Background: an optimization exercise with open tools, aiming at small area, a short achievable clock period and few clock cycles. Do not read the settings as production practice. RTL that was checked went through simulation tests only; none was proved equivalent to the original. Power is estimated from default activity; no workload was simulated.

Design source_text_tokenizer_top, start of the top module:
module source_text_tokenizer_top (
  input  logic        clk_i,
  input  logic        rst_ni,
  input  logic        in_valid,
  output logic        in_ready,
  input  logic [7:0]  in_text_byte,
  input  logic        in_end_of_text,
  output logic        out_valid,
  input  logic        out_ready,
  output logic [5:0]  out_kind,
  output logic [23:0] out_start_offset,
  output logic [15:0] out_token_length,
  output logic [15:0] out_token_line,
  output logic [15:0] out_token_col,
  output logic [7:0]  out_string_byte,
  output logic        out_last
);
Size in the first run: about 1,200 cells after synthesis, about 200 flip-flops, ~12,000 µm² of cells after synthesis.
Settings: LEC_CHECK=0, CAP_MARGIN=20, CORE_MARGIN=2, CORE_UTILIZATION=60, PLACE_DENSITY=0.7, SLEW_MARGIN=20; clock period 9.0 ns.
standard.sh (not shown) runs the stock make flow with config.mk's settings and CLKGATE_MAP_FILE= SYNTH_SCRIPT=/design/flow/synth_recipe.tcl, a recipe that flattens the netlist after the stock synthesis.
==> flow/flow/run.sh <==
#!/bin/bash
set -euo pipefail
export BUFFER_PORTS_ARGS="-buffer_cell sky130_fd_sc_hd__buf_1"
export CTS_ARGS="-sink_clustering_enable -repair_clock_nets -dont_use_dummy_load -buf_list sky130_fd_sc_hd__clkbuf_8 -sink_buffer_max_cap_derate 0.6"
export SETUP_SLACK_MARGIN=5.5
bash standard.sh > standard_flow.log 2>&1
Next try:
--- a/flow/design.v
+++ b/flow/design.v
@@ -200,38 +200,23 @@
       ";":     single_kind = stt_pkg::KSemi;
       ",":     single_kind = stt_pkg::KComma;
       ".":     single_kind = stt_pkg::KDot;
       "+":     single_kind = stt_pkg::KPlus;
       "-":     single_kind = stt_pkg::KMinus;
       "*":     single_kind = stt_pkg::KStar;
       default: begin single_kind = stt_pkg::KBadChar; is_single = 1'b0; end
     endcase
   end
-  logic [15:0] len_inc2;
-  always_comb begin
-    logic c;
-    c = len_q != stt_pkg::LenMax;
-    for (int i = 0; i < 16; i++) begin len_inc[i] = len_q[i] ^ c; c = c & len_q[i]; end
-    c = 1'b1;
-    len_inc2[0] = len_q[0];
-    for (int i = 1; i < 16; i++) begin len_inc2[i] = len_q[i] ^ c; c = c & len_q[i]; end
-    if (len_q[15:1] == 15'h7FFF) len_inc2 = stt_pkg::LenMax;
-  end
-  always_comb begin
-    logic c;
-    c = adv_q && off_q != stt_pkg::OffMax;
-    for (int i = 0; i < 24; i++) begin cur_off[i] = off_q[i] ^ c; c = c & off_q[i]; end
-    c = adv_q && lastlf_q && line_q != stt_pkg::PosMax;
-    for (int i = 0; i < 16; i++) begin cur_line[i] = line_q[i] ^ c; c = c & line_q[i]; end
-    c = adv_q && col_q != stt_pkg::PosMax;
-    for (int i = 0; i < 16; i++) begin cur_col[i] = col_q[i] ^ c; c = c & col_q[i]; end
-    if (adv_q && lastlf_q) cur_col = 16'd1;
-  end
+  assign len_inc = (len_q != stt_pkg::LenMax) ? len_q + 16'd1 : len_q;
+  assign cur_off  = (adv_q && off_q != stt_pkg::OffMax) ? off_q + 24'd1 : off_q;
+  assign cur_line = (adv_q && lastlf_q && line_q != stt_pkg::PosMax) ? line_q + 16'd1 : line_q;
+  assign cur_col  = (adv_q && lastlf_q) ? 16'd1 :
+                    (adv_q && col_q != stt_pkg::PosMax) ? col_q + 16'd1 : col_q;
   stt_kw_match u_kw (
     .c_i(c), .len_i(len_q), .open_i(kw_open), .mask_i(kwm_q), .mask_o(kwm_d), .kind_o(kw_kind)
   );
   always_comb begin
     fall_res = 1'b1;
     fall_kind = single_kind;
     fall_len = 2'd1;
     if (eot) begin
       fall_kind = stt_pkg::KEnd; fall_len = 2'd0;
@@ -279,20 +264,19 @@
           len_d = len_inc;
         end else begin
           close_res = 1'b1; close_kind = kw_kind; close_len = LRun;
           mode_d = stt_pkg::MIdle; fall = 1'b1;
         end
       end
       stt_pkg::MNumber, stt_pkg::MFraction: begin
         if (pend_q == stt_pkg::PDot) begin
           if (!eot && is_digit) begin
-            len_d = len_inc2;
-            mode_d = stt_pkg::MFraction; pend_d = stt_pkg::PNone;
+            len_d = len_inc; mode_d = stt_pkg::MFraction; pend_d = stt_pkg::PNone; split = 1'b1;
           end else begin
             close_res = 1'b1; close_kind = stt_pkg::KNumber; close_len = LRun;
             mode_d = stt_pkg::MIdle; pend_d = stt_pkg::PDot; split = 1'b1; more = 1'b1;
           end
         end else if (!eot && is_digit) begin
           len_d = len_inc;
         end else if (!eot && is_dot && mode_q == stt_pkg::MNumber) begin
           pend_d = stt_pkg::PDot; hold_op = 1'b1;
         end else begin
Sequential share of layout area went up by 6.6 points.
Die area falls by about 2.6%.
Power came out lower by about 21%.
Synthesized area went down by 2.6%.
Final area fell by 15%.
Critical path depth falls by 18.
Utilization fell by 9.7 points.
Setup slack gains 1.9 ns.
Via count fell by about 10%.
Routed wire length is lower by 15%.
Flip-flop and latch count does not change.
Clock-buffer cell count is unchanged.
Testbench counts after the change, summed over its fixed seeds: cycles 24,429.
No functional check of the RTL was part of the first run of this note.

[separate check: timing with driven ports]
Ports are ideal in the flow. The routed layouts listed here were re-timed in OpenROAD.
Step 1 (the two cells are an assumption about what drives the block):
set clk [get_ports {clk_i}]
set_driving_cell -lib_cell sky130_fd_sc_hd__clkbuf_16 $clk
set_driving_cell -lib_cell sky130_fd_sc_hd__buf_2 [delete_from_list [all_inputs] $clk]
Step 2 moves the port delays by t, midway between the first and last clock arrival at a register: inputs arrive t later, outputs are due t later. That takes back most of the time a late clock gives input paths.
Three values: ideal, step 1, step 2; two values: the first two.
| run | shift t [ns] | setup WS [ns] | hold WS [ns] | cell pins on the clock port's net |
|---|---|---|---|---|
| the first run | 0.518 | 3.634 / 3.634 / 3.634 | 0.551 / 0.551 / 0.551 | 1 |
| the second run | 0.492 | 5.551 / 5.562 / 5.070 | 0.519 / 0.519 / 0.519 | 1 |
After both steps every run listed still meets setup and hold. For the second run, which loses most, drivers alone change the setup slack by +0.011 ns; drivers and shift together by -0.481 ns.
